This design comes from an exercise in tuning for small area, a short achievable clock period and few clock cycles per item on the open sky130 flow, not from production work.
In this exercise RTL edits were held to simulation tests only and were not proved equivalent to the original.
No activity file was given, so power comes from the tool's default toggle rates.

==> design/flow/design.v <==
package tlt_pkg;
    localparam int SAMPLE_WIDTH = 16;
    localparam int TIME_W       = 32;
    localparam int PROD_W       = SAMPLE_WIDTH + 10;
    localparam int IN_TDATA_W   = ((TIME_W + 2 * SAMPLE_WIDTH + 7) / 8) * 8;
    localparam int IN_PAD_W     = IN_TDATA_W - TIME_W - 2 * SAMPLE_WIDTH;
    localparam int OUT_TDATA_W  = 8;
    localparam int MT_W         = 27;
    localparam int MT_NG        = (MT_W - 1 + 3) / 4;
    localparam logic [1:0] REG_TILT_THRESHOLD = 2'd0;
    localparam logic [1:0] REG_AXIS_MARGIN    = 2'd1;
    localparam logic [1:0] REG_POLL_INTERVAL  = 2'd2;
    localparam logic [1:0] REG_STABLE_TIME    = 2'd3;
    localparam logic [14:0] TILT_THRESHOLD_RST = 15'd4096;
    localparam logic [9:0]  AXIS_MARGIN_RST    = 10'd320;
    localparam logic [15:0] POLL_INTERVAL_RST  = 16'd100;
    localparam logic [15:0] STABLE_TIME_RST    = 16'd300;
    typedef struct packed {
        logic [14:0] tilt_level;
        logic [9:0]  axis_margin_q8;
        logic [15:0] poll_interval_ms;
        logic [15:0] hold_ms;
    } tlt_cfg_t;
    typedef struct packed {
        logic       ambiguous;
        logic [1:0] quadrant;
    } tlt_class_t;
    typedef struct packed {
        logic [1:0] quadrant;
        logic       changed;
    } tlt_result_t;
endpackage
import tlt_pkg::*;
module tlt_carry #(parameter int W = 16)
(
    input  logic [W-1:0] a,
    input  logic [W-1:0] b,
    input  logic         ci,
    output logic         co
);
    logic [W:0] g;
    logic [W:0] p;
    always_comb
    begin
        g = {a & b, ci};
        p = {a | b, 1'b0};
        for (int d = 1; d <= W; d = d * 2)
            for (int i = W; i >= d; i--)
            begin
                g[i] = g[i] | (p[i] & g[i-d]);
                p[i] = p[i] & p[i-d];
            end
        co = g[W];
    end
endmodule
module tlt_inc #(parameter int W = 16)
(
    input  logic [W-1:0] a,
    input  logic         ci,
    output logic [W:0]   y
);
    logic [W:0] c;
    always_comb
    begin
        c = {a, ci};
        for (int d = 1; d <= W; d = d * 2)
            for (int i = W; i >= d; i--)
                c[i] = c[i] & c[i-d];
        for (int i = 0; i < W; i++)
            y[i] = a[i] ^ (i == 0 ? ci : c[i == 0 ? 0 : i]);
        y[W] = c[W];
    end
endmodule
module tlt_margin_tree
(
    input  logic [14:0]       pu,
    input  logic              ps,
    input  logic [14:0]       nqu,       
    input  logic              nqs,       
    input  logic [9:0]        m,
    output logic [MT_NG-1:0]  grp_g,
    output logic [MT_NG-1:0]  grp_p,
    output logic              top_x
);
    localparam int W = MT_W;
    logic [W-1:0] h0, h1;
    logic [4*MT_NG-1:0] bg;
    logic [4*MT_NG-1:0] bp;
    logic t1, t2, t3, t4, t5, t6, t7, t8, t9, t10, t11, t12, t13, t14, t15, t16, t17, t18, t19, t20, t21, t22, t23, t24, t25, t26, t27, t28, t29, t30, t31, t32, t33, t34, t35, t36, t37, t38, t39, t40, t41, t42, t43, t44, t45, t46, t47, t48, t49, t50, t51, t52, t53, t54, t55, t56, t57, t58, t59, t60, t61, t62, t63, t64, t65, t66, t67, t68, t69, t70, t71, t72, t73, t74, t75, t76, t77, t78, t79, t80, t81, t82, t83, t84, t85, t86, t87, t88, t89, t90, t91, t92, t93, t94, t95, t96, t97, t98, t99, t100, t101, t102, t103, t104, t105, t106, t107, t108, t109, t110, t111, t112, t113, t114, t115, t116, t117, t118, t119, t120, t121, t122, t123, t124, t125, t126, t127, t128, t129, t130, t131, t132, t133, t134, t135, t136, t137, t138, t139, t140, t141, t142, t143, t144, t145, t146, t147, t148, t149, t150, t151, t152, t153, t154, t155, t156, t157, t158, t159, t160, t161, t162, t163, t164, t165, t166, t167, t168, t169, t170, t171, t172, t173, t174, t175, t176, t177, t178, t179, t180, t181, t182, t183, t184, t185, t186, t187, t188, t189, t190, t191, t192, t193, t194, t195, t196, t197, t198, t199, t200, t201, t202, t203, t204, t205, t206, t207, t208, t209, t210, t211, t212, t213, t214, t215, t216, t217, t218, t219, t220, t221, t222, t223, t224, t225, t226, t227, t228, t229, t230, t231, t232, t233, t234, t235, t236, t237, t238, t239, t240, t241, t242, t243, t244, t245, t246, t247, t248, t249, t250, t251, t252, t253, t254, t255, t256, t257, t258, t259, t260, t261, t262, t263, t264, t265, t266, t267, t268, t269, t270, t271, t272, t273, t274, t275, t276, t277, t278, t279, t280, t281, t282, t283, t284, t285, t286, t287, t288, t289, t290, t291, t292, t293, t294, t295, t296, t297, t298, t299, t300, t301, t302, t303, t304, t305, t306, t307, t308, t309, t310, t311, t312, t313, t314, t315, t316, t317, t318, t319, t320, t321, t322, t323, t324, t325, t326, t327, t328, t329, t330, t331, t332, t333, t334, t335, t336, t337, t338, t339, t340, t341, t342, t343, t344, t345, t346, t347, t348, t349, t350, t351, t352, t353, t354, t355, t356, t357, t358, t359, t360, t361, t362, t363, t364, t365, t366, t367, t368, t369, t370, t371, t372, t373, t374, t375, t376, t377, t378, t379, t380, t381, t382, t383, t384, t385, t386, t387, t388, t389, t390, t391, t392, t393, t394, t395, t396, t397, t398, t399, t400, t401, t402, t403, t404, t405, t406, t407, t408, t409, t410, t411, t412, t413, t414, t415, t416, t417, t418, t419, t420, t421, t422, t423, t424, t425, t426, t427, t428, t429, t430, t431, t432, t433, t434, t435, t436, t437, t438, t439, t440, t441, t442, t443, t444, t445, t446, t447, t448, t449, t450, t451, t452, t453, t454, t455, t456, t457, t458, t459, t460;
    assign t1 = (m[0] & pu[0]);
    assign t2 = (ps & m[0]);
    assign t3 = (m[0] & pu[1]);
    assign t4 = (m[1] & pu[0]);
    assign t5 = (ps & m[1]);
    assign t6 = (m[0] & pu[2]);
    assign t7 = (m[1] & pu[1]);
    assign t8 = (m[2] & pu[0]);
    assign t9 = (ps & m[2]);
    assign t10 = (m[0] & pu[3]);
    assign t11 = (m[1] & pu[2]);
    assign t12 = (m[2] & pu[1]);
    assign t13 = (m[3] & pu[0]);
    assign t14 = (ps & m[3]);
    assign t15 = (m[0] & pu[4]);
    assign t16 = (m[1] & pu[3]);
    assign t17 = (m[2] & pu[2]);
    assign t18 = (m[3] & pu[1]);
    assign t19 = (m[4] & pu[0]);
    assign t20 = (ps & m[4]);
    assign t21 = (m[0] & pu[5]);
    assign t22 = (m[1] & pu[4]);
    assign t23 = (m[2] & pu[3]);
    assign t24 = (m[3] & pu[2]);
    assign t25 = (m[4] & pu[1]);
    assign t26 = (m[5] & pu[0]);
    assign t27 = (ps & m[5]);
    assign t28 = (m[0] & pu[6]);
    assign t29 = (m[1] & pu[5]);
    assign t30 = (m[2] & pu[4]);
    assign t31 = (m[3] & pu[3]);
    assign t32 = (m[4] & pu[2]);
    assign t33 = (m[5] & pu[1]);
    assign t34 = (m[6] & pu[0]);
    assign t35 = (ps & m[6]);
    assign t36 = (m[0] & pu[7]);
    assign t37 = (m[1] & pu[6]);
    assign t38 = (m[2] & pu[5]);
    assign t39 = (m[3] & pu[4]);
    assign t40 = (m[4] & pu[3]);
    assign t41 = (m[5] & pu[2]);
    assign t42 = (m[6] & pu[1]);
    assign t43 = (m[7] & pu[0]);
    assign t44 = (ps & m[7]);
    assign t45 = (m[0] & pu[8]);
    assign t46 = (m[1] & pu[7]);
    assign t47 = (m[2] & pu[6]);
    assign t48 = (m[3] & pu[5]);
    assign t49 = (m[4] & pu[4]);
    assign t50 = (m[5] & pu[3]);
    assign t51 = (m[6] & pu[2]);
    assign t52 = (m[7] & pu[1]);
    assign t53 = (m[8] & pu[0]);
    assign t54 = (ps & m[8]);
    assign t55 = nqu[0];
    assign t56 = nqs;
    assign t57 = (m[0] & pu[9]);
    assign t58 = (m[1] & pu[8]);
    assign t59 = (m[2] & pu[7]);
    assign t60 = (m[3] & pu[6]);
    assign t61 = (m[4] & pu[5]);
    assign t62 = (m[5] & pu[4]);
    assign t63 = (m[6] & pu[3]);
    assign t64 = (m[7] & pu[2]);
    assign t65 = (m[8] & pu[1]);
    assign t66 = (m[9] & pu[0]);
    assign t67 = (ps & m[9]);
    assign t68 = nqu[1];
    assign t69 = (m[0] & pu[10]);
    assign t70 = (m[1] & pu[9]);
    assign t71 = (m[2] & pu[8]);
    assign t72 = (m[3] & pu[7]);
    assign t73 = (m[4] & pu[6]);
    assign t74 = (m[5] & pu[5]);
    assign t75 = (m[6] & pu[4]);
    assign t76 = (m[7] & pu[3]);
    assign t77 = (m[8] & pu[2]);
    assign t78 = (m[9] & pu[1]);
    assign t79 = nqu[2];
    assign t80 = (m[0] & pu[11]);
    assign t81 = (m[1] & pu[10]);
    assign t82 = (m[2] & pu[9]);
    assign t83 = (m[3] & pu[8]);
    assign t84 = (m[4] & pu[7]);
    assign t85 = (m[5] & pu[6]);
    assign t86 = (m[6] & pu[5]);
    assign t87 = (m[7] & pu[4]);
    assign t88 = (m[8] & pu[3]);
    assign t89 = (m[9] & pu[2]);
    assign t90 = nqu[3];
    assign t91 = (m[0] & pu[12]);
    assign t92 = (m[1] & pu[11]);
    assign t93 = (m[2] & pu[10]);
    assign t94 = (m[3] & pu[9]);
    assign t95 = (m[4] & pu[8]);
    assign t96 = (m[5] & pu[7]);
    assign t97 = (m[6] & pu[6]);
    assign t98 = (m[7] & pu[5]);
    assign t99 = (m[8] & pu[4]);
    assign t100 = (m[9] & pu[3]);
    assign t101 = nqu[4];
    assign t102 = (m[0] & pu[13]);
    assign t103 = (m[1] & pu[12]);
    assign t104 = (m[2] & pu[11]);
    assign t105 = (m[3] & pu[10]);
    assign t106 = (m[4] & pu[9]);
    assign t107 = (m[5] & pu[8]);
    assign t108 = (m[6] & pu[7]);
    assign t109 = (m[7] & pu[6]);
    assign t110 = (m[8] & pu[5]);
    assign t111 = (m[9] & pu[4]);
    assign t112 = nqu[5];
    assign t113 = (m[0] & pu[14]);
    assign t114 = (m[1] & pu[13]);
    assign t115 = (m[2] & pu[12]);
    assign t116 = (m[3] & pu[11]);
    assign t117 = (m[4] & pu[10]);
    assign t118 = (m[5] & pu[9]);
    assign t119 = (m[6] & pu[8]);
    assign t120 = (m[7] & pu[7]);
    assign t121 = (m[8] & pu[6]);
    assign t122 = (m[9] & pu[5]);
    assign t123 = nqu[6];
    assign t124 = (m[1] & pu[14]);
    assign t125 = (m[2] & pu[13]);
    assign t126 = (m[3] & pu[12]);
    assign t127 = (m[4] & pu[11]);
    assign t128 = (m[5] & pu[10]);
    assign t129 = (m[6] & pu[9]);
    assign t130 = (m[7] & pu[8]);
    assign t131 = (m[8] & pu[7]);
    assign t132 = (m[9] & pu[6]);
    assign t133 = nqu[7];
    assign t134 = (m[2] & pu[14]);
    assign t135 = (m[3] & pu[13]);
    assign t136 = (m[4] & pu[12]);
    assign t137 = (m[5] & pu[11]);
    assign t138 = (m[6] & pu[10]);
    assign t139 = (m[7] & pu[9]);
    assign t140 = (m[8] & pu[8]);
    assign t141 = (m[9] & pu[7]);
    assign t142 = nqu[8];
    assign t143 = (m[3] & pu[14]);
    assign t144 = (m[4] & pu[13]);
    assign t145 = (m[5] & pu[12]);
    assign t146 = (m[6] & pu[11]);
    assign t147 = (m[7] & pu[10]);
    assign t148 = (m[8] & pu[9]);
    assign t149 = (m[9] & pu[8]);
    assign t150 = nqu[9];
    assign t151 = (m[4] & pu[14]);
    assign t152 = (m[5] & pu[13]);
    assign t153 = (m[6] & pu[12]);
    assign t154 = (m[7] & pu[11]);
    assign t155 = (m[8] & pu[10]);
    assign t156 = (m[9] & pu[9]);
    assign t157 = nqu[10];
    assign t158 = (m[5] & pu[14]);
    assign t159 = (m[6] & pu[13]);
    assign t160 = (m[7] & pu[12]);
    assign t161 = (m[8] & pu[11]);
    assign t162 = (m[9] & pu[10]);
    assign t163 = nqu[11];
    assign t164 = (m[6] & pu[14]);
    assign t165 = (m[7] & pu[13]);
    assign t166 = (m[8] & pu[12]);
    assign t167 = (m[9] & pu[11]);
    assign t168 = nqu[12];
    assign t169 = (m[7] & pu[14]);
    assign t170 = (m[8] & pu[13]);
    assign t171 = (m[9] & pu[12]);
    assign t172 = nqu[13];
    assign t173 = (m[8] & pu[14]);
    assign t174 = (m[9] & pu[13]);
    assign t175 = nqu[14];
    assign t176 = (m[9] & pu[14]);
    assign t177 = t45 ^ t46 ^ t47;
    assign t178 = (t45 & t46) | (t45 & t47) | (t46 & t47);
    assign t179 = t48 ^ t49;
    assign t180 = t48 & t49;
    assign t181 = t57 ^ t58 ^ t59;
    assign t182 = (t57 & t58) | (t57 & t59) | (t58 & t59);
    assign t183 = t60 ^ t61 ^ t62;
    assign t184 = (t60 & t61) | (t60 & t62) | (t61 & t62);
    assign t185 = t63 ^ t64;
    assign t186 = t63 & t64;
    assign t187 = t69 ^ t70 ^ t71;
    assign t188 = (t69 & t70) | (t69 & t71) | (t70 & t71);
    assign t189 = t72 ^ t73 ^ t74;
    assign t190 = (t72 & t73) | (t72 & t74) | (t73 & t74);
    assign t191 = t75 ^ t76;
    assign t192 = t75 & t76;
    assign t193 = t80 ^ t81 ^ t82;
    assign t194 = (t80 & t81) | (t80 & t82) | (t81 & t82);
    assign t195 = t83 ^ t84 ^ t85;
    assign t196 = (t83 & t84) | (t83 & t85) | (t84 & t85);
    assign t197 = t86 ^ t87;
    assign t198 = t86 & t87;
    assign t199 = t91 ^ t92 ^ t93;
    assign t200 = (t91 & t92) | (t91 & t93) | (t92 & t93);
    assign t201 = t94 ^ t95 ^ t96;
    assign t202 = (t94 & t95) | (t94 & t96) | (t95 & t96);
    assign t203 = t97 ^ t98;
    assign t204 = t97 & t98;
    assign t205 = t102 ^ t103 ^ t104;
    assign t206 = (t102 & t103) | (t102 & t104) | (t103 & t104);
    assign t207 = t105 ^ t106 ^ t107;
    assign t208 = (t105 & t106) | (t105 & t107) | (t106 & t107);
    assign t209 = t108 ^ t109;
    assign t210 = t108 & t109;
    assign t211 = t113 ^ t114 ^ t115;
    assign t212 = (t113 & t114) | (t113 & t115) | (t114 & t115);
    assign t213 = t116 ^ t117 ^ t118;
    assign t214 = (t116 & t117) | (t116 & t118) | (t117 & t118);
    assign t215 = t119 ^ t120;
    assign t216 = t119 & t120;
    assign t217 = t124 ^ t125 ^ t126;
    assign t218 = (t124 & t125) | (t124 & t126) | (t125 & t126);
    assign t219 = t127 ^ t128 ^ t129;
    assign t220 = (t127 & t128) | (t127 & t129) | (t128 & t129);
    assign t221 = t134 ^ t135 ^ t136;
    assign t222 = (t134 & t135) | (t134 & t136) | (t135 & t136);
    assign t223 = t21 ^ t22;
    assign t224 = t21 & t22;
    assign t225 = t28 ^ t29 ^ t30;
    assign t226 = (t28 & t29) | (t28 & t30) | (t29 & t30);
    assign t227 = t31 ^ t32;
    assign t228 = t31 & t32;
    assign t229 = t36 ^ t37 ^ t38;
    assign t230 = (t36 & t37) | (t36 & t38) | (t37 & t38);
    assign t231 = t39 ^ t40 ^ t41;
    assign t232 = (t39 & t40) | (t39 & t41) | (t40 & t41);
    assign t233 = t42 ^ t43;
    assign t234 = t42 & t43;
    assign t235 = t177 ^ t179 ^ t50;
    assign t236 = (t177 & t179) | (t177 & t50) | (t179 & t50);
    assign t237 = t51 ^ t52 ^ t53;
    assign t238 = (t51 & t52) | (t51 & t53) | (t52 & t53);
    assign t239 = t54 ^ t55 ^ t56;
    assign t240 = (t54 & t55) | (t54 & t56) | (t55 & t56);
    assign t241 = t181 ^ t183 ^ t185;
    assign t242 = (t181 & t183) | (t181 & t185) | (t183 & t185);
    assign t243 = t65 ^ t66 ^ t67;
    assign t244 = (t65 & t66) | (t65 & t67) | (t66 & t67);
    assign t245 = t68 ^ t178 ^ t180;
    assign t246 = (t68 & t178) | (t68 & t180) | (t178 & t180);
    assign t247 = t187 ^ t189 ^ t191;
    assign t248 = (t187 & t189) | (t187 & t191) | (t189 & t191);
    assign t249 = t77 ^ t78 ^ t79;
    assign t250 = (t77 & t78) | (t77 & t79) | (t78 & t79);
    assign t251 = t182 ^ t184 ^ t186;
    assign t252 = (t182 & t184) | (t182 & t186) | (t184 & t186);
    assign t253 = t193 ^ t195 ^ t197;
    assign t254 = (t193 & t195) | (t193 & t197) | (t195 & t197);
    assign t255 = t88 ^ t89 ^ t90;
    assign t256 = (t88 & t89) | (t88 & t90) | (t89 & t90);
    assign t257 = t188 ^ t190 ^ t192;
    assign t258 = (t188 & t190) | (t188 & t192) | (t190 & t192);
    assign t259 = t199 ^ t201 ^ t203;
    assign t260 = (t199 & t201) | (t199 & t203) | (t201 & t203);
    assign t261 = t99 ^ t100 ^ t101;
    assign t262 = (t99 & t100) | (t99 & t101) | (t100 & t101);
    assign t263 = t194 ^ t196 ^ t198;
    assign t264 = (t194 & t196) | (t194 & t198) | (t196 & t198);
    assign t265 = t205 ^ t207 ^ t209;
    assign t266 = (t205 & t207) | (t205 & t209) | (t207 & t209);
    assign t267 = t110 ^ t111 ^ t112;
    assign t268 = (t110 & t111) | (t110 & t112) | (t111 & t112);
    assign t269 = t200 ^ t202 ^ t204;
    assign t270 = (t200 & t202) | (t200 & t204) | (t202 & t204);
    assign t271 = t211 ^ t213 ^ t215;
    assign t272 = (t211 & t213) | (t211 & t215) | (t213 & t215);
    assign t273 = t121 ^ t122 ^ t123;
    assign t274 = (t121 & t122) | (t121 & t123) | (t122 & t123);
    assign t275 = t206 ^ t208 ^ t210;
    assign t276 = (t206 & t208) | (t206 & t210) | (t208 & t210);
    assign t277 = t217 ^ t219 ^ t130;
    assign t278 = (t217 & t219) | (t217 & t130) | (t219 & t130);
    assign t279 = t131 ^ t132 ^ t133;
    assign t280 = (t131 & t132) | (t131 & t133) | (t132 & t133);
    assign t281 = t212 ^ t214 ^ t216;
    assign t282 = (t212 & t214) | (t212 & t216) | (t214 & t216);
    assign t283 = t221 ^ t137 ^ t138;
    assign t284 = (t221 & t137) | (t221 & t138) | (t137 & t138);
    assign t285 = t139 ^ t140 ^ t141;
    assign t286 = (t139 & t140) | (t139 & t141) | (t140 & t141);
    assign t287 = t142 ^ t218 ^ t220;
    assign t288 = (t142 & t218) | (t142 & t220) | (t218 & t220);
    assign t289 = t143 ^ t144 ^ t145;
    assign t290 = (t143 & t144) | (t143 & t145) | (t144 & t145);
    assign t291 = t146 ^ t147 ^ t148;
    assign t292 = (t146 & t147) | (t146 & t148) | (t147 & t148);
    assign t293 = t149 ^ t150 ^ t222;
    assign t294 = (t149 & t150) | (t149 & t222) | (t150 & t222);
    assign t295 = t151 ^ t152 ^ t153;
    assign t296 = (t151 & t152) | (t151 & t153) | (t152 & t153);
    assign t297 = t154 ^ t155 ^ t156;
    assign t298 = (t154 & t155) | (t154 & t156) | (t155 & t156);
    assign t299 = t158 ^ t159 ^ t160;
    assign t300 = (t158 & t159) | (t158 & t160) | (t159 & t160);
    assign t301 = t10 ^ t11;
    assign t302 = t10 & t11;
    assign t303 = t15 ^ t16 ^ t17;
    assign t304 = (t15 & t16) | (t15 & t17) | (t16 & t17);
    assign t305 = t18 ^ t19;
    assign t306 = t18 & t19;
    assign t307 = t223 ^ t23 ^ t24;
    assign t308 = (t223 & t23) | (t223 & t24) | (t23 & t24);
    assign t309 = t25 ^ t26 ^ t27;
    assign t310 = (t25 & t26) | (t25 & t27) | (t26 & t27);
    assign t311 = t225 ^ t227 ^ t33;
    assign t312 = (t225 & t227) | (t225 & t33) | (t227 & t33);
    assign t313 = t34 ^ t35 ^ t224;
    assign t314 = (t34 & t35) | (t34 & t224) | (t35 & t224);
    assign t315 = t229 ^ t231 ^ t233;
    assign t316 = (t229 & t231) | (t229 & t233) | (t231 & t233);
    assign t317 = t44 ^ t226 ^ t228;
    assign t318 = (t44 & t226) | (t44 & t228) | (t226 & t228);
    assign t319 = t235 ^ t237 ^ t239;
    assign t320 = (t235 & t237) | (t235 & t239) | (t237 & t239);
    assign t321 = t230 ^ t232 ^ t234;
    assign t322 = (t230 & t232) | (t230 & t234) | (t232 & t234);
    assign t323 = t241 ^ t243 ^ t245;
    assign t324 = (t241 & t243) | (t241 & t245) | (t243 & t245);
    assign t325 = t236 ^ t238 ^ t240;
    assign t326 = (t236 & t238) | (t236 & t240) | (t238 & t240);
    assign t327 = t247 ^ t249 ^ t251;
    assign t328 = (t247 & t249) | (t247 & t251) | (t249 & t251);
    assign t329 = t242 ^ t244 ^ t246;
    assign t330 = (t242 & t244) | (t242 & t246) | (t244 & t246);
    assign t331 = t253 ^ t255 ^ t257;
    assign t332 = (t253 & t255) | (t253 & t257) | (t255 & t257);
    assign t333 = t248 ^ t250 ^ t252;
    assign t334 = (t248 & t250) | (t248 & t252) | (t250 & t252);
    assign t335 = t259 ^ t261 ^ t263;
    assign t336 = (t259 & t261) | (t259 & t263) | (t261 & t263);
    assign t337 = t254 ^ t256 ^ t258;
    assign t338 = (t254 & t256) | (t254 & t258) | (t256 & t258);
    assign t339 = t265 ^ t267 ^ t269;
    assign t340 = (t265 & t267) | (t265 & t269) | (t267 & t269);
    assign t341 = t260 ^ t262 ^ t264;
    assign t342 = (t260 & t262) | (t260 & t264) | (t262 & t264);
    assign t343 = t271 ^ t273 ^ t275;
    assign t344 = (t271 & t273) | (t271 & t275) | (t273 & t275);
    assign t345 = t266 ^ t268 ^ t270;
    assign t346 = (t266 & t268) | (t266 & t270) | (t268 & t270);
    assign t347 = t277 ^ t279 ^ t281;
    assign t348 = (t277 & t279) | (t277 & t281) | (t279 & t281);
    assign t349 = t272 ^ t274 ^ t276;
    assign t350 = (t272 & t274) | (t272 & t276) | (t274 & t276);
    assign t351 = t283 ^ t285 ^ t287;
    assign t352 = (t283 & t285) | (t283 & t287) | (t285 & t287);
    assign t353 = t278 ^ t280 ^ t282;
    assign t354 = (t278 & t280) | (t278 & t282) | (t280 & t282);
    assign t355 = t289 ^ t291 ^ t293;
    assign t356 = (t289 & t291) | (t289 & t293) | (t291 & t293);
    assign t357 = t284 ^ t286 ^ t288;
    assign t358 = (t284 & t286) | (t284 & t288) | (t286 & t288);
    assign t359 = t295 ^ t297 ^ t157;
    assign t360 = (t295 & t297) | (t295 & t157) | (t297 & t157);
    assign t361 = t290 ^ t292 ^ t294;
    assign t362 = (t290 & t292) | (t290 & t294) | (t292 & t294);
    assign t363 = t299 ^ t161 ^ t162;
    assign t364 = (t299 & t161) | (t299 & t162) | (t161 & t162);
    assign t365 = t163 ^ t296 ^ t298;
    assign t366 = (t163 & t296) | (t163 & t298) | (t296 & t298);
    assign t367 = t164 ^ t165 ^ t166;
    assign t368 = (t164 & t165) | (t164 & t166) | (t165 & t166);
    assign t369 = t167 ^ t168 ^ t300;
    assign t370 = (t167 & t168) | (t167 & t300) | (t168 & t300);
    assign t371 = t169 ^ t170 ^ t171;
    assign t372 = (t169 & t170) | (t169 & t171) | (t170 & t171);
    assign t373 = t6 ^ t7;
    assign t374 = t6 & t7;
    assign t375 = t301 ^ t12 ^ t13;
    assign t376 = (t301 & t12) | (t301 & t13) | (t12 & t13);
    assign t377 = t303 ^ t305 ^ t20;
    assign t378 = (t303 & t305) | (t303 & t20) | (t305 & t20);
    assign t379 = t307 ^ t309 ^ t304;
    assign t380 = (t307 & t309) | (t307 & t304) | (t309 & t304);
    assign t381 = t311 ^ t313 ^ t308;
    assign t382 = (t311 & t313) | (t311 & t308) | (t313 & t308);
    assign t383 = t315 ^ t317 ^ t312;
    assign t384 = (t315 & t317) | (t315 & t312) | (t317 & t312);
    assign t385 = t319 ^ t321 ^ t316;
    assign t386 = (t319 & t321) | (t319 & t316) | (t321 & t316);
    assign t387 = t323 ^ t325 ^ t320;
    assign t388 = (t323 & t325) | (t323 & t320) | (t325 & t320);
    assign t389 = t327 ^ t329 ^ t324;
    assign t390 = (t327 & t329) | (t327 & t324) | (t329 & t324);
    assign t391 = t331 ^ t333 ^ t328;
    assign t392 = (t331 & t333) | (t331 & t328) | (t333 & t328);
    assign t393 = t335 ^ t337 ^ t332;
    assign t394 = (t335 & t337) | (t335 & t332) | (t337 & t332);
    assign t395 = t339 ^ t341 ^ t336;
    assign t396 = (t339 & t341) | (t339 & t336) | (t341 & t336);
    assign t397 = t343 ^ t345 ^ t340;
    assign t398 = (t343 & t345) | (t343 & t340) | (t345 & t340);
    assign t399 = t347 ^ t349 ^ t344;
    assign t400 = (t347 & t349) | (t347 & t344) | (t349 & t344);
    assign t401 = t351 ^ t353 ^ t348;
    assign t402 = (t351 & t353) | (t351 & t348) | (t353 & t348);
    assign t403 = t355 ^ t357 ^ t352;
    assign t404 = (t355 & t357) | (t355 & t352) | (t357 & t352);
    assign t405 = t359 ^ t361 ^ t356;
    assign t406 = (t359 & t361) | (t359 & t356) | (t361 & t356);
    assign t407 = t363 ^ t365 ^ t360;
    assign t408 = (t363 & t365) | (t363 & t360) | (t365 & t360);
    assign t409 = t367 ^ t369 ^ t364;
    assign t410 = (t367 & t369) | (t367 & t364) | (t369 & t364);
    assign t411 = t371 ^ t172 ^ t368;
    assign t412 = (t371 & t172) | (t371 & t368) | (t172 & t368);
    assign t413 = t173 ^ t174 ^ t175;
    assign t414 = (t173 & t174) | (t173 & t175) | (t174 & t175);
    assign t415 = t3 ^ t4;
    assign t416 = t3 & t4;
    assign t417 = t373 ^ t8 ^ t9;
    assign t418 = (t373 & t8) | (t373 & t9) | (t8 & t9);
    assign t419 = t375 ^ t14 ^ t374;
    assign t420 = (t375 & t14) | (t375 & t374) | (t14 & t374);
    assign t421 = t377 ^ t302 ^ t376;
    assign t422 = (t377 & t302) | (t377 & t376) | (t302 & t376);
    assign t423 = t379 ^ t306 ^ t378;
    assign t424 = (t379 & t306) | (t379 & t378) | (t306 & t378);
    assign t425 = t381 ^ t310 ^ t380;
    assign t426 = (t381 & t310) | (t381 & t380) | (t310 & t380);
    assign t427 = t383 ^ t314 ^ t382;
    assign t428 = (t383 & t314) | (t383 & t382) | (t314 & t382);
    assign t429 = t385 ^ t318 ^ t384;
    assign t430 = (t385 & t318) | (t385 & t384) | (t318 & t384);
    assign t431 = t387 ^ t322 ^ t386;
    assign t432 = (t387 & t322) | (t387 & t386) | (t322 & t386);
    assign t433 = t389 ^ t326 ^ t388;
    assign t434 = (t389 & t326) | (t389 & t388) | (t326 & t388);
    assign t435 = t391 ^ t330 ^ t390;
    assign t436 = (t391 & t330) | (t391 & t390) | (t330 & t390);
    assign t437 = t393 ^ t334 ^ t392;
    assign t438 = (t393 & t334) | (t393 & t392) | (t334 & t392);
    assign t439 = t395 ^ t338 ^ t394;
    assign t440 = (t395 & t338) | (t395 & t394) | (t338 & t394);
    assign t441 = t397 ^ t342 ^ t396;
    assign t442 = (t397 & t342) | (t397 & t396) | (t342 & t396);
    assign t443 = t399 ^ t346 ^ t398;
    assign t444 = (t399 & t346) | (t399 & t398) | (t346 & t398);
    assign t445 = t401 ^ t350 ^ t400;
    assign t446 = (t401 & t350) | (t401 & t400) | (t350 & t400);
    assign t447 = t403 ^ t354 ^ t402;
    assign t448 = (t403 & t354) | (t403 & t402) | (t354 & t402);
    assign t449 = t405 ^ t358 ^ t404;
    assign t450 = (t405 & t358) | (t405 & t404) | (t358 & t404);
    assign t451 = t407 ^ t362 ^ t406;
    assign t452 = (t407 & t362) | (t407 & t406) | (t362 & t406);
    assign t453 = t409 ^ t366 ^ t408;
    assign t454 = (t409 & t366) | (t409 & t408) | (t366 & t408);
    assign t455 = t411 ^ t370 ^ t410;
    assign t456 = (t411 & t370) | (t411 & t410) | (t370 & t410);
    assign t457 = t413 ^ t372 ^ t412;
    assign t458 = (t413 & t372) | (t413 & t412) | (t372 & t412);
    assign t459 = t176 ^ 1'b1 ^ t414;
    assign t460 = (t176 & 1'b1) | (t176 & t414) | (1'b1 & t414);
    assign h0[0] = t1;
    assign h1[0] = t2;
    assign h0[1] = t415;
    assign h1[1] = t5;
    assign h0[2] = t417;
    assign h1[2] = t416;
    assign h0[3] = t419;
    assign h1[3] = t418;
    assign h0[4] = t421;
    assign h1[4] = t420;
    assign h0[5] = t423;
    assign h1[5] = t422;
    assign h0[6] = t425;
    assign h1[6] = t424;
    assign h0[7] = t427;
    assign h1[7] = t426;
    assign h0[8] = t429;
    assign h1[8] = t428;
    assign h0[9] = t431;
    assign h1[9] = t430;
    assign h0[10] = t433;
    assign h1[10] = t432;
    assign h0[11] = t435;
    assign h1[11] = t434;
    assign h0[12] = t437;
    assign h1[12] = t436;
    assign h0[13] = t439;
    assign h1[13] = t438;
    assign h0[14] = t441;
    assign h1[14] = t440;
    assign h0[15] = t443;
    assign h1[15] = t442;
    assign h0[16] = t445;
    assign h1[16] = t444;
    assign h0[17] = t447;
    assign h1[17] = t446;
    assign h0[18] = t449;
    assign h1[18] = t448;
    assign h0[19] = t451;
    assign h1[19] = t450;
    assign h0[20] = t453;
    assign h1[20] = t452;
    assign h0[21] = t455;
    assign h1[21] = t454;
    assign h0[22] = t457;
    assign h1[22] = t456;
    assign h0[23] = t459;
    assign h1[23] = t458;
    assign h0[24] = 1'b1;
    assign h1[24] = t460;
    assign h0[25] = 1'b1;
    assign h1[25] = 1'b0;
    assign h0[26] = 1'b1;
    assign h1[26] = 1'b0;
    assign bg = {h0[W-2:0] & h1[W-2:0], {(4*MT_NG-W+1){1'b0}}};
    assign bp = {h0[W-2:0] | h1[W-2:0], {(4*MT_NG-W+1){1'b0}}};
    for (genvar j = 0; j < MT_NG; j++)
    begin : g_grp
        assign grp_g[j] = bg[4*j+3] | (bp[4*j+3] & bg[4*j+2])
                        | (bp[4*j+3] & bp[4*j+2] & bg[4*j+1])
                        | (bp[4*j+3] & bp[4*j+2] & bp[4*j+1] & bg[4*j]);
        assign grp_p[j] = &bp[4*j +: 4];
    end
    assign top_x = h0[W-1] ^ h1[W-1];
endmodule
module tlt_margin_sign
(
    input  logic [MT_NG-1:0] grp_g,
    input  logic [MT_NG-1:0] grp_p,
    input  logic             top_x,
    output logic             flag
);
    logic c_top;
    tlt_carry #(MT_NG) u_top (.a(grp_g), .b(grp_g | grp_p), .ci(1'b0), .co(c_top));
    assign flag = top_x ^ c_top;
endmodule
module tlt_classify_prep
(
    input  logic signed [SAMPLE_WIDTH-1:0] accel_x,
    input  logic signed [SAMPLE_WIDTH-1:0] accel_y,
    input  logic                           big_m,      
    output logic [SAMPLE_WIDTH-2:0]        pu,
    output logic                           ps,
    output logic [SAMPLE_WIDTH-2:0]        nqu,        
    output logic                           nqs,
    output logic                           sx,
    output logic                           sy,
    output logic                           y_big,      
    output logic                           both_zero
);
    logic [SAMPLE_WIDTH-2:0] ux;
    logic [SAMPLE_WIDTH-2:0] uy;
    logic [SAMPLE_WIDTH-2:0] fu;
    logic                    fs;
    logic [SAMPLE_WIDTH-2:0] su;
    logic                    ss;
    assign sx = accel_x[SAMPLE_WIDTH-1];
    assign sy = accel_y[SAMPLE_WIDTH-1];
    assign ux = accel_x[SAMPLE_WIDTH-2:0] ^ {(SAMPLE_WIDTH-1){sx}};
    assign uy = accel_y[SAMPLE_WIDTH-2:0] ^ {(SAMPLE_WIDTH-1){sy}};
    logic c_ge;
    logic c_add;
    tlt_carry #(SAMPLE_WIDTH-1) u_ge  (.a(accel_y[SAMPLE_WIDTH-2:0]), .b(~accel_x[SAMPLE_WIDTH-2:0]),
                                       .ci(1'b1), .co(c_ge));
    tlt_carry #(SAMPLE_WIDTH-1) u_add (.a(accel_y[SAMPLE_WIDTH-2:0]), .b(accel_x[SAMPLE_WIDTH-2:0]),
                                       .ci(1'b0), .co(c_add));
    assign y_big = (sx ^ sy) ? (c_add ^ sy) : (c_ge ^ sx);
    assign both_zero = (accel_x == '0) && (accel_y == '0);
    assign fu = big_m ? ux : uy;
    assign fs = big_m ? sx : sy;
    assign su = big_m ? uy : ux;
    assign ss = big_m ? sy : sx;
    assign pu = y_big ? fu : su;
    assign ps = y_big ? fs : ss;
    assign nqu = ~(y_big ? su : fu);
    assign nqs = ~(y_big ? ss : fs);
endmodule
module tlt_classify
(
    input  logic [SAMPLE_WIDTH-2:0] pu,
    input  logic                    ps,
    input  logic [SAMPLE_WIDTH-2:0] nqu,
    input  logic                    nqs,
    input  logic                    sx,
    input  logic                    sy,
    input  logic                    y_big,
    input  logic                    both_zero,
    input  tlt_pkg::tlt_cfg_t       cfg,
    output logic [MT_NG-1:0]        grp_g,
    output logic [MT_NG-1:0]        grp_p,
    output logic                    top_x,
    output tlt_pkg::tlt_class_t     cls0,      
    output tlt_pkg::tlt_class_t     cls1       
);
    logic                    big_m;
    logic [SAMPLE_WIDTH-2:0] lu;
    logic                    ls;
    logic [SAMPLE_WIDTH-1:0] lv;
    logic                    not_below;
    logic [1:0]              quad_x;
    logic [1:0]              quad_y;
    assign big_m = |cfg.axis_margin_q8[9:8];
    tlt_margin_tree u_mt (
        .pu    (pu),
        .ps    (ps),
        .nqu   (nqu),
        .nqs   (nqs),
        .m     (cfg.axis_margin_q8),
        .grp_g (grp_g),
        .grp_p (grp_p),
        .top_x (top_x)
    );
    assign lu = big_m ? ~nqu : pu;
    assign ls = big_m ? !nqs : ps;
    tlt_inc #(SAMPLE_WIDTH-1) u_inc (.a(lu), .ci(ls), .y(lv));
    tlt_carry #(SAMPLE_WIDTH) u_thr (.a(lv), .b(~{1'b0, cfg.tilt_level}), .ci(1'b1), .co(not_below));
    assign quad_y = sy ? 2'd1 : 2'd3;
    assign quad_x = sx ? 2'd2 : 2'd0;
    always_comb
    begin
        cls0.ambiguous = !not_below || big_m || both_zero;
        cls0.quadrant  = y_big ? quad_y : quad_x;
        cls1.ambiguous = !not_below || (!big_m && both_zero);
        cls1.quadrant  = (y_big || !big_m) ? quad_y : quad_x;
    end
endmodule
import tlt_pkg::*;
module tlt_since
(
    input  logic [31:0] now,
    input  logic [31:0] since,
    input  logic [15:0] lim,
    output logic        ok
);
    logic [31:0] ns;
    logic [15:0] nl;
    logic [15:0] s;
    logic [15:0] k;
    logic        b;
    logic        kk;
    logic        ok_lo;
    logic [15:0] x;
    logic [15:0] o;
    logic [15:0] z;
    logic        hi_zero;
    assign ns = ~since;
    assign nl = ~lim;
    tlt_carry #(16) u_b (.a(now[15:0]), .b(ns[15:0]), .ci(1'b1), .co(b));
    assign s = now[15:0] ^ ns[15:0] ^ nl;
    assign k = (now[15:0] & ns[15:0]) | (now[15:0] & nl) | (ns[15:0] & nl);
    tlt_carry #(15) u_kk (.a(s[15:1]), .b(k[14:0]), .ci(1'b1), .co(kk));
    assign ok_lo = b ? (k[15] & kk) : (k[15] | kk);
    assign x = now[31:16] ^ ns[31:16];
    assign o = now[31:16] | ns[31:16];
    always_comb
    begin
        z[0] = x[0] == b;
        for (int i = 1; i < 16; i++)
            z[i] = x[i] == o[i-1];
    end
    assign hi_zero = &z;
    assign ok = !hi_zero || ok_lo;
endmodule
module tlt_qualify
(
    input  logic              clk,
    input  logic              rst_n,
    input  logic              fire,         
    input  logic [TIME_W-1:0] now_ms,       
    input  logic              fire_q,       
    input  logic              sample_ok,    
    input  tlt_pkg::tlt_class_t        cls,          
    input  tlt_pkg::tlt_cfg_t          cfg,
    output tlt_pkg::tlt_result_t       res           
);
    logic [1:0]        committed_reg;
    logic [1:0]        committed_next;
    logic [1:0]        pending_reg;
    logic [1:0]        pending_next;
    logic [TIME_W-1:0] start_reg;
    logic [TIME_W-1:0] last_reg;
    logic              take_reg;
    logic              poll_ok;
    logic              hold_ok;
    logic              take;
    logic              set_start;
    logic              changed;
    tlt_since u_poll (.now(now_ms), .since(last_reg), .lim(cfg.poll_interval_ms), .ok(poll_ok));
    assign take = fire && poll_ok;
    always_ff @(posedge clk or negedge rst_n)
    begin
        if (!rst_n)
            last_reg <= '0;
        else if (take)
            last_reg <= now_ms;
    end
    always_ff @(posedge clk)
    begin
        take_reg <= take;
    end
    tlt_since u_hold (.now(last_reg), .since(start_reg), .lim(cfg.hold_ms), .ok(hold_ok));
    always_comb
    begin
        committed_next = committed_reg;
        pending_next   = pending_reg;
        set_start      = 1'b0;
        changed        = 1'b0;
        if (fire_q && take_reg && sample_ok)
        begin
            if (cls.ambiguous || (cls.quadrant == committed_reg))
            begin
                pending_next = committed_reg;
            end
            else if (cls.quadrant != pending_reg)
            begin
                pending_next = cls.quadrant;
                set_start    = 1'b1;
            end
            else if (hold_ok)
            begin
                committed_next = cls.quadrant;
                changed        = 1'b1;
            end
        end
    end
    assign res.quadrant = committed_next;
    assign res.changed  = changed;
    always_ff @(posedge clk or negedge rst_n)
    begin
        if (!rst_n)
        begin
            committed_reg <= 2'd0;
            pending_reg   <= 2'd0;
        end
        else
        begin
            committed_reg <= committed_next;
            pending_reg   <= pending_next;
        end
    end
    always_ff @(posedge clk or negedge rst_n)
    begin
        if (!rst_n)
            start_reg <= '0;
        else if (set_start)
            start_reg <= last_reg;
    end
endmodule
import tlt_pkg::*;
module tilt_orientation_qualifier_core
(
    input  logic                   clk,
    input  logic                   rst_n,
    input  logic                   s_tvalid,
    output logic                   s_tready,
    input  logic [IN_TDATA_W-1:0]  s_tdata,    
    input  logic                   s_tuser,    
    output logic                   m_tvalid,
    input  logic                   m_tready,
    output logic [OUT_TDATA_W-1:0] m_tdata,    
    output logic                   m_tuser,    
    input  logic                   psel,
    input  logic                   penable,
    input  logic                   pwrite,
    input  logic [3:0]             paddr,
    input  logic [31:0]            pwdata,
    output logic [31:0]            prdata,
    output logic                   pready
);
    localparam int QD = 4;    
    tlt_pkg::tlt_cfg_t cfg_reg;
    logic [1:0]        rd_sel_reg;
    logic                    v0_reg;
    logic [TIME_W-1:0]       now0_reg;
    logic                    ok0_reg;
    logic [SAMPLE_WIDTH-2:0] pu0_reg;
    logic                    ps0_reg;
    logic [SAMPLE_WIDTH-2:0] nqu0_reg;
    logic                    nqs0_reg;
    logic                    sx0_reg;
    logic                    sy0_reg;
    logic                    ybig0_reg;
    logic                    zero0_reg;
    logic                    v1_reg;
    logic                    ok1_reg;
    logic [MT_NG-1:0]        grp_g1_reg;
    logic [MT_NG-1:0]        grp_p1_reg;
    logic                    top_x1_reg;
    tlt_pkg::tlt_class_t     cls0_1_reg;
    tlt_pkg::tlt_class_t     cls1_1_reg;
    logic [QD-1:0]           qv_reg;
    logic [3*QD-1:0]         qd_reg;    
    logic [QD:0]             qv_up;
    logic [3*QD+2:0]         qd_up;
    logic [QD-1:0]           qv_sh;
    logic [3*QD-1:0]         qd_sh;
    logic [QD-1:0]           q_put;
    logic [2:0]              cnt_reg;
    logic                    rdy_reg;
    logic                    accept;
    logic                    pop;
    logic                    cfg_wr;
    logic [SAMPLE_WIDTH-2:0] pu;
    logic                    ps;
    logic [SAMPLE_WIDTH-2:0] nqu;
    logic                    nqs;
    logic                    sx;
    logic                    sy;
    logic                    y_big;
    logic                    both_zero;
    logic [MT_NG-1:0]        grp_g;
    logic [MT_NG-1:0]        grp_p;
    logic                    top_x;
    tlt_pkg::tlt_class_t     cls0;
    tlt_pkg::tlt_class_t     cls1;
    logic                    flag;
    tlt_pkg::tlt_class_t     cls;
    tlt_pkg::tlt_result_t    res;
    logic [2:0]              cnt_next;
    assign pready = 1'b1;
    assign cfg_wr = psel && penable && pwrite;
    always_ff @(posedge clk or negedge rst_n)
    begin
        if (!rst_n)
        begin
            cfg_reg.tilt_level       <= TILT_THRESHOLD_RST;
            cfg_reg.axis_margin_q8   <= AXIS_MARGIN_RST;
            cfg_reg.poll_interval_ms <= POLL_INTERVAL_RST;
            cfg_reg.hold_ms          <= STABLE_TIME_RST;
        end
        else if (cfg_wr)
        begin
            case (paddr[3:2])
                REG_TILT_THRESHOLD: cfg_reg.tilt_level       <= pwdata[14:0];
                REG_AXIS_MARGIN:    cfg_reg.axis_margin_q8   <= pwdata[9:0];
                REG_POLL_INTERVAL:  cfg_reg.poll_interval_ms <= pwdata[15:0];
                default:            cfg_reg.hold_ms          <= pwdata[15:0];
            endcase
        end
    end
    always_ff @(posedge clk)
    begin
        rd_sel_reg <= paddr[3:2];
    end
    always_comb
    begin
        case (rd_sel_reg)
            REG_TILT_THRESHOLD: prdata = 32'(cfg_reg.tilt_level);
            REG_AXIS_MARGIN:    prdata = 32'(cfg_reg.axis_margin_q8);
            REG_POLL_INTERVAL:  prdata = 32'(cfg_reg.poll_interval_ms);
            default:            prdata = 32'(cfg_reg.hold_ms);
        endcase
    end
    assign s_tready = rdy_reg;
    assign accept   = s_tvalid && rdy_reg;
    tlt_classify_prep u_prep (
        .accel_x (s_tdata[TIME_W +: SAMPLE_WIDTH]),
        .accel_y (s_tdata[TIME_W + SAMPLE_WIDTH +: SAMPLE_WIDTH]),
        .big_m     (|cfg_reg.axis_margin_q8[9:8]),
        .pu        (pu),
        .ps        (ps),
        .nqu       (nqu),
        .nqs       (nqs),
        .sx        (sx),
        .sy        (sy),
        .y_big     (y_big),
        .both_zero (both_zero)
    );
    always_ff @(posedge clk or negedge rst_n)
    begin
        if (!rst_n)
        begin
            v0_reg <= 1'b0;
            v1_reg <= 1'b0;
        end
        else
        begin
            v0_reg <= accept;
            v1_reg <= v0_reg;
        end
    end
    always_ff @(posedge clk)
    begin
        now0_reg <= s_tdata[TIME_W-1:0];
        ok0_reg  <= s_tuser;
        pu0_reg   <= pu;
        ps0_reg   <= ps;
        nqu0_reg  <= nqu;
        nqs0_reg  <= nqs;
        sx0_reg   <= sx;
        sy0_reg   <= sy;
        ybig0_reg <= y_big;
        zero0_reg <= both_zero;
    end
    tlt_classify u_classify (
        .pu        (pu0_reg),
        .ps        (ps0_reg),
        .nqu       (nqu0_reg),
        .nqs       (nqs0_reg),
        .sx        (sx0_reg),
        .sy        (sy0_reg),
        .y_big     (ybig0_reg),
        .both_zero (zero0_reg),
        .cfg       (cfg_reg),
        .grp_g     (grp_g),
        .grp_p     (grp_p),
        .top_x     (top_x),
        .cls0      (cls0),
        .cls1      (cls1)
    );
    always_ff @(posedge clk)
    begin
        ok1_reg  <= ok0_reg;
        grp_g1_reg <= grp_g;
        grp_p1_reg <= grp_p;
        top_x1_reg <= top_x;
        cls0_1_reg <= cls0;
        cls1_1_reg <= cls1;
    end
    tlt_margin_sign u_sign (
        .grp_g (grp_g1_reg),
        .grp_p (grp_p1_reg),
        .top_x (top_x1_reg),
        .flag  (flag)
    );
    assign cls = flag ? cls1_1_reg : cls0_1_reg;
    tlt_qualify u_qualify (
        .clk       (clk),
        .rst_n     (rst_n),
        .fire      (v0_reg),
        .now_ms    (now0_reg),
        .fire_q    (v1_reg),
        .sample_ok (ok1_reg),
        .cls       (cls),
        .cfg       (cfg_reg),
        .res       (res)
    );
    assign pop = qv_reg[0] && m_tready;
    always_comb
    begin
        qv_up  = {1'b0, qv_reg};
        qd_up  = {3'b000, qd_reg};
        qv_sh  = pop ? qv_up[QD:1] : qv_reg;
        qd_sh  = pop ? qd_up[3*QD+2:3] : qd_reg;
        for (int i = 0; i < QD; i++)
            q_put[i] = v1_reg && !qv_sh[i] && (i == 0 || qv_sh[i == 0 ? 0 : i - 1]);
    end
    always_ff @(posedge clk or negedge rst_n)
    begin
        if (!rst_n)
            qv_reg <= '0;
        else
            qv_reg <= qv_sh | q_put;
    end
    always_ff @(posedge clk)
    begin
        for (int i = 0; i < QD; i++)
            qd_reg[3*i +: 3] <= q_put[i] ? {res.changed, res.quadrant} : qd_sh[3*i +: 3];
    end
    assign cnt_next = cnt_reg + 3'(accept) - 3'(pop);
    always_ff @(posedge clk or negedge rst_n)
    begin
        if (!rst_n)
        begin
            cnt_reg <= '0;
            rdy_reg <= 1'b0;
        end
        else
        begin
            cnt_reg <= cnt_next;
            rdy_reg <= (cnt_next < 3'(QD));
        end
    end
    assign m_tvalid = qv_reg[0];
    assign m_tdata  = {(OUT_TDATA_W - 2)'(0), qd_reg[1:0]};
    assign m_tuser  = qd_reg[2];
endmodule
==> design/flow/flow/run.sh <==
#!/bin/bash
# Standard layout, with plain buf_1 port buffers and timing repair aimed 6.6 ns
# below the clock period.
set -euo pipefail
bash standard.sh SETUP_SLACK_MARGIN=6.6 'BUFFER_PORTS_ARGS=-buffer_cell sky130_fd_sc_hd__buf_1' finish > standard_flow.log 2>&1
==> design/flow/standard.sh <==
#!/bin/bash
# synth_recipe.tcl (not shown) runs the flow's synth.tcl, then flattens the netlist and writes it again
# the make line also repeats each setting of config.mk as NAME=value (left out here)
make -C /OpenROAD-flow-scripts/flow DESIGN_CONFIG=/design/flow/config.mk WORK_HOME=/design/flow/orfs CLKGATE_MAP_FILE= SYNTH_SCRIPT=/design/flow/synth_recipe.tcl "${@:-finish}"
==> design/flow/config.mk <==
export PLATFORM = sky130hd
export DESIGN_NAME = tilt_orientation_qualifier_core
export DESIGN_NICKNAME = tilt_orientation_qualifier_core
export VERILOG_FILES = /design/flow/design.v
export SDC_FILE = /design/flow/constraint.sdc
export NUM_CORES = 4
export LEC_CHECK = 0
export CAP_MARGIN = 20
export CORE_MARGIN = 2
export CORE_UTILIZATION = 65
export CTS_CLUSTER_DIAMETER = 80
export CTS_CLUSTER_SIZE = 20
export SLEW_MARGIN = 20
export SYNTH_HIERARCHICAL = 1
==> design/flow/constraint.sdc <==
create_clock -name core_clock -period 10.5 [get_ports {clk}]
set_input_delay 2.1000 -clock core_clock [delete_from_list [all_inputs] [get_ports {clk}]]
set_output_delay 2.1000 -clock core_clock [all_outputs]
set_load 0.01 [all_outputs]
==> results of run 1 <==
-- worst max-delay path, stage by stage (launching register included) --
cell and delay, ns:
dfrtp_4 0.56, buf_6 0.16, buf_6 0.11, mux4_2 0.48, buf_6 0.15
-- cell type report --
cell class / instances / area (sq um) / area share
multi-input combinational: 1143 / 11200 / 0.557
sequential: 241 / 5680 / 0.283
timing repair buffer: 176 / 1260 / 0.0627
inverter: 274 / 1030 / 0.0514
clock buffer: 24 / 452 / 0.0225
tap: 341 / 427 / 0.0213
clock inverter: 5 / 55.1 / 0.00274
antenna: 1 / 2.50 / 0.000125
-- layout by cell type (no fill, tap or decap), types with 38 or more instances in the layout --
cell type,n
inv_1,266
fa_1,147
and2_1,120
dfrtp_1,117
mux2_2,112
dfxtp_1,84
buf_1,75
nand2_1,70
nor2_1,57
xor2_1,51
mux2_4,48
ha_1,48
a21oi_1,44
buf_4,38
-- stage by stage --
stage	area (sq um)	util
floorplan	18000	-
global placement	18400	0.682
detailed placement	18400	0.682
CTS	19700	0.731
global route	20100	0.743
finish	20100	0.743
-- per-module statistics from Yosys (local to each module, per instance), a selection --
module / flip-flops and latches / cells inside / cell area (sq um) / times used
tilt_orientation_qualifier_core: 172 / 351 / 5620 / 1
tlt_classify: 0 / 64 / 378 / 1
tlt_classify_prep: 0 / 109 / 893 / 1
tlt_margin_sign: 0 / 9 / 56.3 / 1
tlt_margin_tree: 0 / 500 / 4520 / 1
tlt_qualify: 69 / 158 / 2770 / 1
tlt_since: 0 / 107 / 876 / 2
-- timing repair --
item                                    4_1_cts  5_1_grt
buffers inserted                             48       12
gates cloned                                  3        1
pin swaps                                    33       37
hold endpoints to repair                      0        0
gates resized for setup                     108       86
endpoints found under the setup margin      127      118
-- logic make-up after synthesis --
kind of cell | Yosys count
mux | 191
other cells | 10
compound gates | 259
simple gates | 358
fa+ha+maj | 214
buf+inv | 345
flops | 241
xor+xnor | 84
-- worst max-delay path by stage --
stage	to	slack (ns)	cells past startpoint
after global placement	pu0_reg[8]	5.40	11
after global routing	grp_g1_reg[3]	6.32	13
after CTS	prdata[4]	6.42	4
final	prdata[4]	6.41	4
after detailed placement	pu0_reg[6]	5.33	10
after floorplan	pu0_reg[10]	6.42	10
-- metal layers --
layer | wire length (microns) | up-vias
met5 | 13 | -
met4 | 1000 | 2
met3 | 3390 | 68
met2 | 19400 | 445
met1 | 19000 | 6436
li1 | - | 5894
-- power breakdown --
group	internal [mW]	leakage (nW)	switching [mW]	total (mW)
registers	1.25	2.55	0.360	1.61
logic	2.39	6.37	2.61	5.00
clock network	0.311	0.245	0.346	0.657
total	3.95	9.16	3.32	7.27
==> flow_summary.toml, run 1 <==
[outcome]
status = "timing/DRC/antenna clean"

[critical_path]
cp_max_fo = 7
ff2ff_setup_slack_ns = 6.44
r2r-end = "grp_g1_reg[3]"
crit_type = "register to primary output"
reg2reg_depth = 13
cp-start-kind = "register"
cp.required_ns = 8.40
endpoint_kind = "primary output"
arrival_ns = 1.99
startpoint = "cfg_reg[36]"
rr_startpoint = "cfg_reg[37]"

[sta]
rsz0062_at_grt = "yes"
skew_ns = 0.0255
final.period_utilization = 0.390
worst_pin_slew_ns = 1.11
fin_tns_setup_ns = 0
hold_viol_final = 0
finalMaxSlewViolations = 0
relSlewSlack = 0.261
setup_ws_ns = 6.41
holdWs_ns = 0.345
fmax_ghz = 0.244
setup_violations = 0
post-route-min-period_ns = 4.09

[yosys]
synthTopCellsByCount = "274 x inv_1, 158 x fa_1, 128 x mux2_2"
post-synth-top-count-cell = "inv_1"
netlist.area_leader.share = 0.176
synth-seq-cells = 241
netlist_area_sq_mm = 0.0179
ys_dominant_reg_cell = "dfrtp_1"
postSynthAreaPerCell_sq_um = 10.5
synthSimpleGateAreaFrac = 0.110
async_reset_ff_frac = 0.560
yosysUniqueCellTypes = 73
synth-edff-count = 12
synthCells = 1702
synth_xor_area_frac = 0.0415
synth_top_family_by_area = "adder cells"
synthTopCellsByArea = "fa_1 18%, dfrtp_1 17%, dfxtp_1 10%"
synth_warnings = 14
synth-compound-area-share = 0.101
yosysSeqAreaShare = 0.314
synth_mux_area_frac = 0.132
yosys.area.top_type = "fa_1"
synthAdderAreaFrac = 0.215

[clock_tree]
clock_latency_ns = 0.53
cts_hold_buf = 0
cts_tree = "built"
cts-root-buf = "clkbuf_16"
cts_buffers = 17
cts_max_level = 1
clkSlewWorstSetupHoldPaths_ns = 0.08
cts_buffer_depth = 3
cts_sinks = 241

[worst_hold_path]
min_path_cells = 0
worstHoldStart = "ok0_reg"
whs_endpoint = "ok1_reg"
min_path_type = "register to register"

[global_route]
grt_util_met1 = 0.439
grt_max_degree = 76
grt_remaining_overflow = 0
grt_pass1_vias = 12600
top_usage_layer = "met2"
grtUsageTotal = 0.297
use_met2 = 0.461
antenna_found_initial = 2
grt_first_pass_wirelength_mm = 67.2
met3_usage = 0.0507

[detailed_routing]
wire_per_inst_microns = 19.4
detail_route.iter0.violations = 901
vias_per_cell = 5.83
dr.pass1.iters = 5
finalWirelength_mm = 42.8
vias = 12800
drc = 0
ant_nets = 0

[floorplanning]
rows = 60
die_h_microns = 170
pin_count = 152
dieWidth_microns = 170
die_area_sq_mm = 0.0289
core-area_sq_mm = 0.0270
initial_core_util = 0.663

[cells_and_area]
area_growth_pct = 12.0
nets = 2168
stdcell_count = 2205
largest_reg_flops = 57
fillCellCount = 1936
drive_above_1_share = 0.228

[place]
post-place-cells = 2111
place_congestion = 0.850
place.port_buffers = 110
dp_hpwl_mm = 30.1
place_ws_ns = 5.33

[power_and_ir_drop]
fin_total_pwr_mw = 7.27
p_per_area_mw_per_mm2 = 362
vdd_drop_max_mv = 0.330
p_leak_nw = 9.16

[flow_run]
drv_cap = 0
Testbench counts, summed over its fixed seeds: cycles 16,024, items 16,000.
==> run 2, diff against run 1 <==
--- a/design/flow/config.mk
+++ b/design/flow/config.mk
@@ -12,3 +12,4 @@
 export CTS_CLUSTER_SIZE = 20
 export SLEW_MARGIN = 20
 export SYNTH_HIERARCHICAL = 1
+export TNS_END_PERCENT = 0
==> flow_summary.toml, run 2 <==
[outcome]
status = "timing/DRC/antenna clean"

[detailed_routing]
wire_per_inst_microns = 18.9
vias = 12500
ant_nets = 0
dr.pass1.iters = 6
finalWirelength_mm = 41.1
detail_route.iter0.violations = 877
drc = 0
vias_per_cell = 5.75

[critical_path]
cpMostUsedCell = "fa_1"
cp-start-kind = "register"
cp_slowest_cell = "fa_2"
crit_type = "register to register"
endpoint_kind = "register"
slowest_delay_ns = 0.58
cp_max_fo = 7
cp_cell_sequence = "and2_4 -> fa_1 -> fa_1 -> inv_1 -> fa_1 -> inv_1 -> fa_1 -> inv_2 -> fa_2 -> a22oi_2 -> o21ai_2 -> nand2b_4 -> o311ai_4"
cp.required_ns = 10.87
arrival_ns = 4.48

[yosys]
async_reset_ff_frac = 0.560
yosysUniqueCellTypes = 73
ys_dominant_reg_cell = "dfrtp_1"
synth-edff-count = 12
postSynthAreaPerCell_sq_um = 10.5
synth_warnings = 14
synthTopCellsByArea = "fa_1 18%, dfrtp_1 17%, dfxtp_1 10%"
netlist_area_sq_mm = 0.0179
synth-seq-cells = 241
synthCells = 1702
yosysSeqAreaShare = 0.314
post-synth-top-count-cell = "inv_1"
synthTopCellsByCount = "274 x inv_1, 158 x fa_1, 128 x mux2_2"
netlist.area_leader.share = 0.176
yosys.area.top_type = "fa_1"

[cells_and_area]
nets = 2144
most-common-layout-cells = "272 x inv_1, 151 x fa_1, 128 x mux2_2"
utilization = 0.720
layout_commonest_cell = "inv_1"
fillCellCount = 2039
drive_above_1_share = 0.194
area_growth_pct = 8.62
largest_reg_flops = 57

[floorplanning]
core-area_sq_mm = 0.0270
rows = 60
dieWidth_microns = 170
initial_core_util = 0.663
pin_count = 152
die_h_microns = 170
die_area_sq_mm = 0.0289

[clock_tree]
clkSlewWorstSetupHoldPaths_ns = 0.08
cts_buffer_depth = 3
cts_max_level = 1
cts_tree = "built"
cts-root-buf = "clkbuf_16"
cts_buffers = 17
cts_sinks = 241
clock_latency_ns = 0.52

[sta]
holdWs_ns = 0.337
relSlewSlack = 0.337
worst_pin_slew_ns = 0.994
finalMaxSlewViolations = 0
final.period_utilization = 0.391
fmax_ghz = 0.244
setup_violations = 0
rsz0062_at_grt = "yes"
skew_ns = 0.0319
fin_tns_setup_ns = 0
post-route-min-period_ns = 4.11
hold_viol_final = 0

[global_route]
grt_max_degree = 49
grt_remaining_overflow = 0
grt_pass1_vias = 12500
use_met2 = 0.448
grt_first_pass_wirelength_mm = 66.2
antenna_found_initial = 3
met3_usage = 0.0528
top_usage_layer = "met2"
grt_util_met1 = 0.438
grtUsageTotal = 0.294

[worst_hold_path]
min_path_type = "register to register"

[place]
place_congestion = 0.870
place.port_buffers = 110
dp_hpwl_mm = 30.2

[power_and_ir_drop]
vdd_drop_max_mv = 0.369
p_leak_nw = 8.85
p_per_area_mw_per_mm2 = 372

[flow_run]
drv_cap = 0
## run 2: per-stage QoR
step	instances	cell area, sq um	total power [mW]	setup slack [ns]
after detailed placement	2113	18400	5.98	5.41
final	2180	19500	7.24	6.39
after CTS	2167	19300	6.80	6.41
after floorplan	1727	18000	4.90	6.42
after global routing	2179	19500	7.89	6.31
after global placement	2113	18400	5.78	5.44
## run 2: timing repair
action,4_1_cts,5_1_grt
setup buffers,25,12
hold buffers,0,0
setup endpoints to repair,115,119
hold endpoints to repair,0,0
gates resized for setup,55,30
pin swaps,10,19
gates cloned,1,0
## run 2: Yosys stat by module (local to each module, per instance), excerpt
| module | cells | area [sq um] | flip-flops and latches |
|---|---|---|---|
| tlt_margin_tree | 500 | 4520 | 0 |
| tlt_classify | 64 | 378 | 0 |
| tlt_qualify | 158 | 2770 | 69 |
| tilt_orientation_qualifier_core | 351 | 5620 | 172 |
| tlt_since | 107 | 876 | 0 |
| tlt_classify_prep | 109 | 893 | 0 |
| tlt_margin_sign | 9 | 56.3 | 0 |
## run 2: cells by family (layout without fill, tap and decap cells)
family	count (synthesis)	after routing	share of synthesized area
DFF	241	241	0.314
and+or+nand+nor	358	358	0.110
adders and majority gates	214	214	0.215
xor gates and xnor gates	84	85	0.0415
buffers and inverters	345	455	0.0846
muxes	191	191	0.132
other	10	36	0.00209
AOI/OAI and AO/OA	259	259	0.101
## run 2: worst max-delay path: cells and delay by family, from the launching register on
kind / cells / cell delay (ns)
buf+inv: 3 / 0.16
flops: 1 / 0.54
fa+ha+maj: 5 / 2.61
simple gates: 2 / 0.34
compound gates: 3 / 0.29
## run 2: per-layer routing
metal | wire [microns] | vias up | part of all wire
met5 | 15 | - | 0.00036
met4 | 940 | 2 | 0.023
met3 | 2980 | 70 | 0.073
met2 | 18400 | 392 | 0.45
met1 | 18800 | 6245 | 0.46
li1 | - | 5833 | -
## run 2: power by group
part	switching [mW]	leakage, nW	internal, mW
Sequential	0.366	2.55	1.25
Combinational	2.66	6.06	2.30
Clock	0.342	0.244	0.311
## run 2: cell type report
cell class	count	area, sq um	share of cell area
diodes	1	2.50	0.000129
inverters	274	1030	0.0528
repair buffers	153	812	0.0417
clock inverters	5	55.1	0.00283
flip-flops and latches	241	5680	0.292
clock buffers	23	448	0.0230
well taps	341	427	0.0219
multi-input cells	1142	11000	0.566
## run 2: worst paths after layout
check,startpoint,endpoint,slack (ns),cells after the start
worst min register to register,ok0_reg,ok1_reg,0.34,0
min in group asynchronous,rst_n,cfg_reg[36],1.64,1
max in group asynchronous,rst_n,cfg_reg[39],7.13,3
worst max register to register,cfg_reg[32],grp_g1_reg[3],6.39,13
worst max-delay path,cfg_reg[32],grp_g1_reg[3],6.39,13
worst min-delay path,ok0_reg,ok1_reg,0.34,0
==> run 3, diff against run 2 <==
==> design/flow/flow/run.sh (replaced) <==
#!/bin/bash
# Standard layout, with plain buf_1 port buffers and timing repair aimed 6.2 ns
# below the clock period.
set -euo pipefail
bash standard.sh SETUP_SLACK_MARGIN=6.2 'BUFFER_PORTS_ARGS=-buffer_cell sky130_fd_sc_hd__buf_1' finish > standard_flow.log 2>&1
--- a/design/flow/config.mk
+++ b/design/flow/config.mk
@@ -12,4 +12,3 @@
 export CTS_CLUSTER_SIZE = 20
 export SLEW_MARGIN = 20
 export SYNTH_HIERARCHICAL = 1
-export TNS_END_PERCENT = 0
==> flow_summary.toml, run 3 <==
[outcome]
status = "timing/DRC/antenna clean"

[global_route]
grtUsageTotal = 0.287
grt_remaining_overflow = 0
grt_max_degree = 79
antenna_found_initial = 4
grt_pass1_vias = 12300
grt_first_pass_wirelength_mm = 65.2

[clock_tree]
cts_tree = "built"
clkSlewWorstSetupHoldPaths_ns = 0.09
cts_buffer_depth = 3
cts_max_level = 1
cts_buffers = 17
cts_hold_buf = 0

[place]
place.port_buffers = 110
place_congestion = 0.865
dp_hpwl_mm = 30.1

[power_and_ir_drop]
p_per_area_mw_per_mm2 = 349
fin_total_pwr_mw = 6.72

[flow_run]
drv_cap = 0

[floorplanning]
pin_count = 152
die_h_microns = 170
dieWidth_microns = 170
die_area_sq_mm = 0.0289
rows = 60
core-area_sq_mm = 0.0270

[detailed_routing]
vias = 12400
finalWirelength_mm = 40.6
wire_per_inst_microns = 18.7
dr.pass1.iters = 7
ant_nets = 0
detail_route.iter0.violations = 732

[sta]
finalMaxSlewViolations = 0
final.period_utilization = 0.400
rsz0062_at_grt = "no"
skew_ns = 0.0242
hold_viol_final = 0
post-route-min-period_ns = 4.20
relSlewSlack = 0.306
fin_tns_setup_ns = 0
setup_violations = 0

[cells_and_area]
layout_commonest_cell = "inv_1"
nets = 2131
fin_area_sq_mm = 0.0192
fillCellCount = 2085
regArea_sq_mm = 0.00567
most-common-layout-cells = "274 x inv_1, 158 x fa_1, 128 x mux2_2"
largest_reg_flops = 57
drive_above_1_share = 0.165
multi_input_area_sq_mm = 0.0109
area_growth_pct = 7.33

[yosys]
netlist_area_sq_mm = 0.0179
async_reset_ff_frac = 0.560
post-synth-top-count-cell = "inv_1"
postSynthAreaPerCell_sq_um = 10.5
yosysUniqueCellTypes = 73
synth-seq-cells = 241
yosys.area.top_type = "fa_1"

[critical_path]
crit_type = "register to primary output"
cp_max_fo = 38
cp-start-kind = "register"
cp_cell_sequence = "mux4_2 -> buf_1"
rr_startpoint = "cfg_reg[35]"
critical_path_buf_inv_count = 1
arrival_ns = 2.10
cp_slowest_cell = "dfstp_2"
endpoint_kind = "primary output"
cp.required_ns = 8.40
slowest_delay_ns = 0.98
path_delay_family = "flip-flops"
startpoint = "cfg_reg[40]"

[worst_hold_path]
min_path_type = "register to register"
==> run 3: cell families (layout without fill, tap and decap cells) <==
logic type / after synthesis / after routing / synth area share
AND/OR/NAND/NOR: 358 / 358 / 0.110
buffers and inverters: 345 / 444 / 0.0846
AO/OA/AOI/OAI: 259 / 259 / 0.101
flip-flops: 241 / 241 / 0.314
adder cells (fa/ha/maj): 214 / 214 / 0.215
multiplexers: 191 / 191 / 0.132
XOR/XNOR: 84 / 85 / 0.0415
other: 10 / 37 / 0.00209
==> run 3: power breakdown <==
part / total [mW] / internal [mW] / switching (mW)
logic: 4.43 / 2.07 / 2.36
clock network: 0.662 / 0.315 / 0.347
registers: 1.63 / 1.25 / 0.373
total: 6.72 / 3.64 / 3.08
==> run 3: repair_timing <==
| action | in CTS | in global routing |
|---|---|---|
| setup buffers | 0 | 25 |
| endpoints found under the setup margin | 34 | 42 |
| gates resized for setup | 4 | 22 |
| pin swaps | 1 | 4 |
| cloned | 1 | 0 |
==> run 3: worst register-to-register path, stage by stage, from the launching register on <==
cell	delay, ns
dfrtp_4	0.58
buf_4	0.19
and2_1	0.14
fa_1	0.47
fa_1	0.49
inv_1	0.05
fa_1	0.49
inv_1	0.05
fa_1	0.47
inv_1	0.05
fa_1	0.48
and2_1	0.14
o21ai_0	0.10
maj3_1	0.36
==> run 3: metal layers <==
metal  vias to the layer above  GRT usage  wire length [microns]
li1                       5815          -                      -
met5                         -          0                     26
met1                      6182      0.431                  19100
met3                        56     0.0453                   2440
met4                         4     0.0520                    755
met2                       315      0.447                  18200
==> run 3: final timing paths <==
check                      cells past startpoint  slack, ns                       to
max                                            2       6.30                prdata[8]
min                                            0       0.33                  ok1_reg
max reg2reg                                   13       6.34            grp_g1_reg[4]
min reg2reg                                    0       0.33                  ok1_reg
max in group asynchronous                      2       7.52              cfg_reg[35]
min in group asynchronous                      1       1.70  u_qualify.start_reg[15]
==> run 3: modules after synthesis, one instance, submodules excluded, a selection <==
module	times used	area, sq um	cells inside	flip-flops and latches
tilt_orientation_qualifier_core	1	5620	351	172
tlt_qualify	1	2770	158	69
tlt_classify	1	378	64	0
tlt_margin_sign	1	56.3	9	0
tlt_classify_prep	1	893	109	0
tlt_since	2	876	107	0
==> run 3: per-stage QoR <==
| step | setup slack, ns | utilization | instances | hold slack, ns |
|---|---|---|---|---|
| after global placement | 5.47 | 0.682 | 2112 | 0.311 |
| final | 6.30 | 0.712 | 2170 | 0.334 |
| after global routing | 6.20 | 0.712 | 2168 | 0.350 |
| after detailed placement | 5.40 | 0.682 | 2112 | 0.317 |
| after CTS | 6.23 | 0.702 | 2143 | 0.338 |
| after floorplan | 6.42 | - | 1727 | 0.310 |
==> run 3: final cells by class <==
type / count / share of cell area
Clock inverter: 4 / 0.00273
Clock buffer: 26 / 0.0239
Tap cell: 341 / 0.0222
Antenna cell: 2 / 0.000260
Sequential cell: 241 / 0.295
Timing Repair Buffer: 140 / 0.0354
Inverter: 274 / 0.0535
Multi-Input combinational cell: 1142 / 0.567

==> what the ideal ports hide <==
Ports are ideal in the flow. The routed layouts listed here were re-timed in OpenROAD.
Step 1 sets driving cells, clkbuf_16 on the clock port and buf_2 on the other inputs (assumed; they add their load-dependent delay and slew).
Step 2, shift: input delay + t, output delay - t, t = (earliest + latest rising clock arrival at the registers) / 2. This alone moves slack from input paths to output paths.
Three values: no drivers, after step 1, after step 2; two values: the first two.
run	t, ns	setup slack, ns
run 1	0.560	6.406 / 6.357 / 5.885
run 2	0.556	6.395 / 6.358 / 5.949
run 3	0.555	6.298 / 6.248 / 5.801
After both steps every run listed still meets setup and hold.
